From an optimization exercise on the open Yosys and OpenROAD flow, aimed at small area, a short achievable clock period and few clock cycles per item; shortcuts taken in it are not production practice. RTL that was checked went through simulation tests only; none was proved equivalent to the original.

==> build 55: inputs <==
// mac_accumulator
module mac_accumulator #(
  parameter int WIDTH     = 25,
  parameter int ACC_WIDTH = 64
) (
  input  logic                 clk,
  input  logic                 rst,
  input  logic                 in_valid,
  output logic                 in_ready,
  input  logic [WIDTH-1:0]     in_a,
  input  logic [WIDTH-1:0]     in_x,
  input  logic                 in_last,
  output logic                 out_valid,
  input  logic                 out_ready,
  output logic [ACC_WIDTH-1:0] out_sum,
  output logic [15:0]          out_count,
  output logic                 out_ovf
);
export LEC_CHECK = 0
export CAP_MARGIN = 20
export CORE_MARGIN = 2
export CORE_UTILIZATION = 40
export SLEW_MARGIN = 20
export SYNTH_HIERARCHICAL = 1
export SYNTH_MINIMUM_KEEP_SIZE = 0
create_clock -name core_clock -period 12.0 [get_ports {clk}]
standard.sh (not shown) runs the stock make flow with config.mk's settings and CLKGATE_MAP_FILE= SYNTH_SCRIPT=/design/flow/synth_recipe.tcl, a recipe that flattens the netlist after the stock synthesis.
==> flow/flow/run.sh <==
#!/bin/bash
# The standard layout (standard.sh) with two changes: repair_timing aims for
# 8.0 ns of setup slack on the 12 ns clock (so the achieved period shrinks), and the
# port buffers that buffer_ports inserts use sky130_fd_sc_hd__buf_2.
set -euo pipefail
EXTRA='SETUP_SLACK_MARGIN=8.0 "BUFFER_PORTS_ARGS=-buffer_cell sky130_fd_sc_hd__buf_2"'
sed "s|^make -C |make $EXTRA -C |" standard.sh > standard_tuned.sh
bash standard_tuned.sh > flow_make.log 2>&1
==> inputs of trial 10, as changes to build 55 <==
==> flow/flow/run.sh (replaced) <==
#!/bin/bash
# The standard layout (standard.sh) with two changes: repair_timing aims for
# 8.2 ns of setup slack on the 12 ns clock (so the achieved period shrinks), and the
# port buffers that buffer_ports inserts use sky130_fd_sc_hd__buf_2.
set -euo pipefail
EXTRA='SETUP_SLACK_MARGIN=8.2 "BUFFER_PORTS_ARGS=-buffer_cell sky130_fd_sc_hd__buf_2"'
sed "s|^make -C |make $EXTRA -C |" standard.sh > standard_tuned.sh
bash standard_tuned.sh > flow_make.log 2>&1
CORE_UTILIZATION = 55   (was 40)
==> inputs of trial 39, as changes to build 55 <==
--- a/flow/design.v
+++ b/flow/design.v
@@ -30,15 +30,15 @@
   input  logic                 in_last,
   output logic                 out_valid,
   input  logic                 out_ready,
   output logic [ACC_WIDTH-1:0] out_sum,
   output logic [15:0]          out_count,
   output logic                 out_ovf
 );
-  logic in_ready_q, skid_v, v0, v1, outv, first;
+  logic in_ready_q, skid_v, v0, v1, outv, cont;
   logic adv, accept;
   assign adv      = ~(outv & ~out_ready);
   assign accept   = in_valid & in_ready_q;
   assign in_ready = in_ready_q;
   logic [24:0] skid_a, skid_x;
   logic        skid_l;
   logic [24:0] s0_a;
@@ -67,24 +67,24 @@
   always_ff @(posedge clk or posedge rst) begin
     if (rst) begin
       in_ready_q <= 1'b1;
       skid_v     <= 1'b0;
       v0         <= 1'b0;
       v1         <= 1'b0;
       outv       <= 1'b0;
-      first      <= 1'b1;
+      cont       <= 1'b0;
     end else begin
       if (adv) begin
         skid_v     <= 1'b0;
         in_ready_q <= 1'b1;
         v0         <= skid_v | accept;
         v1         <= v0;
         if (v1) begin
           outv  <= l1;
-          first <= l1;
+          cont  <= ~l1;
         end else begin
           outv  <= 1'b0;
         end
       end else if (accept) begin
         skid_v     <= 1'b1;
         in_ready_q <= 1'b0;
       end
@@ -1831,16 +1831,16 @@
   logic [49:0] g_lo, cs_s;
   logic [50:0] cs_c;
   logic [13:0] g_hi;
   logic [50:0] lo_sum;
   logic        inc;
   logic [13:0] hi_p1;
   assign hi_p1 = g_hi + 14'd1;
-  assign g_lo = first ? 50'd0 : acc[49:0];
-  assign g_hi = first ? 14'd0 : acc[63:50];
+  assign g_lo = cont ? acc[49:0] : 50'd0;
+  assign g_hi = cont ? acc[63:50] : 14'd0;
   assign cs_c[0] = 1'b0;
   for (genvar j = 0; j < 50; j++) begin : g_csa
     mac_fa u_fa (.a(s1_ps[j]), .b(s1_pc[j]), .c(g_lo[j]), .s(cs_s[j]), .co(cs_c[j+1]));
   end
   logic pg955;
   logic pp_956;
   logic pg957;
@@ -2428,16 +2428,16 @@
   assign lo_sum[49] = pa_p[49] ^ pg1217;
   assign lo_sum[50] = pg1219;
   assign inc  = (cs_c[50] & lo_sum[50]) | (cs_c[50] & s1_d) | (lo_sum[50] & s1_d);
   always_ff @(posedge clk) begin
     if (adv && v1) begin
       acc[49:0]  <= lo_sum[49:0];
       acc[63:50] <= inc ? hi_p1 : g_hi;
-      ovf        <= (ovf & ~first) | (inc & (&g_hi));
-      cnt        <= first ? 16'd1 : ((&cnt) ? cnt : cnt + 16'd1);
+      ovf        <= (ovf & cont) | (inc & (&g_hi));
+      cnt        <= cont ? ((&cnt) ? cnt : cnt + 16'd1) : 16'd1;
     end
   end
   assign out_valid = outv;
   assign out_sum   = acc;
   assign out_count = cnt;
   assign out_ovf   = ovf;
 endmodule
==> flow/flow/run.sh (replaced) <==
#!/bin/bash
# The standard layout (standard.sh) with two changes: repair_timing aims for
# 8.4 ns of setup slack on the 12 ns clock (so the achieved period shrinks), and the
# port buffers that buffer_ports inserts use sky130_fd_sc_hd__buf_2.
set -euo pipefail
EXTRA='SETUP_SLACK_MARGIN=8.4 "BUFFER_PORTS_ARGS=-buffer_cell sky130_fd_sc_hd__buf_2"'
sed "s|^make -C |make $EXTRA -C |" standard.sh > standard_tuned.sh
bash standard_tuned.sh > flow_make.log 2>&1
CORE_UTILIZATION = 45   (was 40)
==> inputs of build 67, as changes to build 55 <==
--- a/flow/design.v
+++ b/flow/design.v
@@ -30,15 +30,15 @@
   input  logic                 in_last,
   output logic                 out_valid,
   input  logic                 out_ready,
   output logic [ACC_WIDTH-1:0] out_sum,
   output logic [15:0]          out_count,
   output logic                 out_ovf
 );
-  logic in_ready_q, skid_v, v0, v1, outv, first;
+  logic in_ready_q, skid_v, v0, v1, outv, cont;
   logic adv, accept;
   assign adv      = ~(outv & ~out_ready);
   assign accept   = in_valid & in_ready_q;
   assign in_ready = in_ready_q;
   logic [24:0] skid_a, skid_x;
   logic        skid_l;
   logic [24:0] s0_a;
@@ -67,24 +67,24 @@
   always_ff @(posedge clk or posedge rst) begin
     if (rst) begin
       in_ready_q <= 1'b1;
       skid_v     <= 1'b0;
       v0         <= 1'b0;
       v1         <= 1'b0;
       outv       <= 1'b0;
-      first      <= 1'b1;
+      cont       <= 1'b0;
     end else begin
       if (adv) begin
         skid_v     <= 1'b0;
         in_ready_q <= 1'b1;
         v0         <= skid_v | accept;
         v1         <= v0;
         if (v1) begin
           outv  <= l1;
-          first <= l1;
+          cont  <= ~l1;
         end else begin
           outv  <= 1'b0;
         end
       end else if (accept) begin
         skid_v     <= 1'b1;
         in_ready_q <= 1'b0;
       end
@@ -1831,16 +1831,16 @@
   logic [49:0] g_lo, cs_s;
   logic [50:0] cs_c;
   logic [13:0] g_hi;
   logic [50:0] lo_sum;
   logic        inc;
   logic [13:0] hi_p1;
   assign hi_p1 = g_hi + 14'd1;
-  assign g_lo = first ? 50'd0 : acc[49:0];
-  assign g_hi = first ? 14'd0 : acc[63:50];
+  assign g_lo = cont ? acc[49:0] : 50'd0;
+  assign g_hi = cont ? acc[63:50] : 14'd0;
   assign cs_c[0] = 1'b0;
   for (genvar j = 0; j < 50; j++) begin : g_csa
     mac_fa u_fa (.a(s1_ps[j]), .b(s1_pc[j]), .c(g_lo[j]), .s(cs_s[j]), .co(cs_c[j+1]));
   end
   logic pg955;
   logic pp_956;
   logic pg957;
@@ -2428,16 +2428,16 @@
   assign lo_sum[49] = pa_p[49] ^ pg1217;
   assign lo_sum[50] = pg1219;
   assign inc  = (cs_c[50] & lo_sum[50]) | (cs_c[50] & s1_d) | (lo_sum[50] & s1_d);
   always_ff @(posedge clk) begin
     if (adv && v1) begin
       acc[49:0]  <= lo_sum[49:0];
       acc[63:50] <= inc ? hi_p1 : g_hi;
-      ovf        <= (ovf & ~first) | (inc & (&g_hi));
-      cnt        <= first ? 16'd1 : ((&cnt) ? cnt : cnt + 16'd1);
+      ovf        <= (ovf & cont) | (inc & (&g_hi));
+      cnt        <= cont ? ((&cnt) ? cnt : cnt + 16'd1) : 16'd1;
     end
   end
   assign out_valid = outv;
   assign out_sum   = acc;
   assign out_count = cnt;
   assign out_ovf   = ovf;
 endmodule
==> flow/flow/run.sh (replaced) <==
#!/bin/bash
# The standard layout (standard.sh) with two changes: repair_timing aims for
# 8.2 ns of setup slack on the 12 ns clock (so the achieved period shrinks), and the
# port buffers that buffer_ports inserts use sky130_fd_sc_hd__buf_2.
set -euo pipefail
EXTRA='SETUP_SLACK_MARGIN=8.2 "BUFFER_PORTS_ARGS=-buffer_cell sky130_fd_sc_hd__buf_2"'
sed "s|^make -C |make $EXTRA -C |" standard.sh > standard_tuned.sh
bash standard_tuned.sh > flow_make.log 2>&1
==> run summary <==
- Outcome: complete, no violations
- Syn Inst Count: around 2100
- Reg area: 9070 um^2
- Post-synthesis xor/xnor area fraction: 0.122
- Met3 routed WL: ~8.3 mm
- P&R area growth vs syn: 14.9%
- RR Startpoint: first
- Full die area: 67600 um^2
- Number of non-clock inverters: 70
- Final wirelength: 76.1 mm
- Top cells by area, synth: edfxtp_1, fa_1, xnor2_1
- Most frequent cells after synthesis: xnor2_1, fa_1, edfxtp_1
- Starting density of the core: 0.406
- Average routed wire per standard cell: 24.5 um
- R2R depth: 14
- CP Depth: 14
# the run above: build 55

==> run summary <==
- Post-synthesis xor/xnor area fraction: 0.122
- CP Depth: 16
- P&R area growth vs syn: 16.5%
- RR Startpoint: first
- Average routed wire per standard cell: 26.6 um
- Final wirelength: 76.8 mm
- R2R depth: 16
- Reg area: 9080 um^2
- Full die area: 49400 um^2
- Outcome: complete, no violations
- Starting density of the core: 0.553
- Number of non-clock inverters: 70
# the run above: trial 10

==> run summary <==
- Outcome: complete, no violations
- CP arrival: 4.40 ns
- R2R depth: 14
- Met3 routed WL: around 6.4 mm
- Number of non-clock inverters: 76
- Starting density of the core: 0.402
- Top cells by area, synth: edfxtp_1, fa_1, xnor2_1
- P&R area growth vs syn: 15.9%
- RR Startpoint: cont
- Most frequent cells after synthesis: xnor2_1, fa_1, edfxtp_1
- Syn Inst Count: roughly 2200
- Full die area: 67900 um^2
- Reg area: 9070 um^2
# the run above: build 67

==> run summary <==
- Starting density of the core: 0.456
- R2R depth: 14
- Syn Inst Count: 2159
- Most frequent cells after synthesis: xnor2_1, fa_1, edfxtp_1
- Reg area: slightly above 9000 um^2
- RR Startpoint: cont
- P&R area growth vs syn: 24.0%
- Average routed wire per standard cell: 25.3 um
- Top cells by area, synth: edfxtp_1, fa_1, xnor2_1
- Final wirelength: 78.7 mm
- Outcome: complete, no violations
- Met3 routed WL: 8.13 mm
- WL met1: between 30 and 40 mm
- Post-synthesis xor/xnor area fraction: 0.121
- CP Depth: 14
# the run above: trial 39

Testbench counts of build 55, summed over its fixed seeds: cycles 16,312, beats 16,288.
Testbench counts of trial 10, summed over its fixed seeds: cycles 16,312, beats 16,288.
For trial 39 and build 67, only the layout was checked, not whether the RTL still works.

port drivers added, routing unchanged:
Ports are ideal in the flow. The routed layouts listed here were re-timed in OpenROAD. Step 1 assumes that a clkbuf_16 drives the clock port and a buf_2 every other input. Step 2 also shifts input and output timing later by t, the mid clock arrival at the registers, as if the neighbouring blocks saw the same clock. a / b / c = ideal ports / drivers / drivers and shift; a / b = the first two.
run	shift t [ns]	slack for setup (ns)	worst setup path after step 2	worst slew at a driven data input, ns
build 55	0.621	7.923 / 7.923 / 7.672	input to register	0.04
trial 10	0.613	7.878 / 7.878 / 7.738	input to register	0.04
trial 39	0.610	8.091 / 8.091 / 8.029	input to register	0.04
build 67	0.609	7.912 / 7.912 / 7.769	input to register	0.03
After both steps setup and hold are still met in every run listed. For build 55, which loses most, drivers alone change the setup slack by 0.000 ns; drivers and shift together by -0.251 ns.
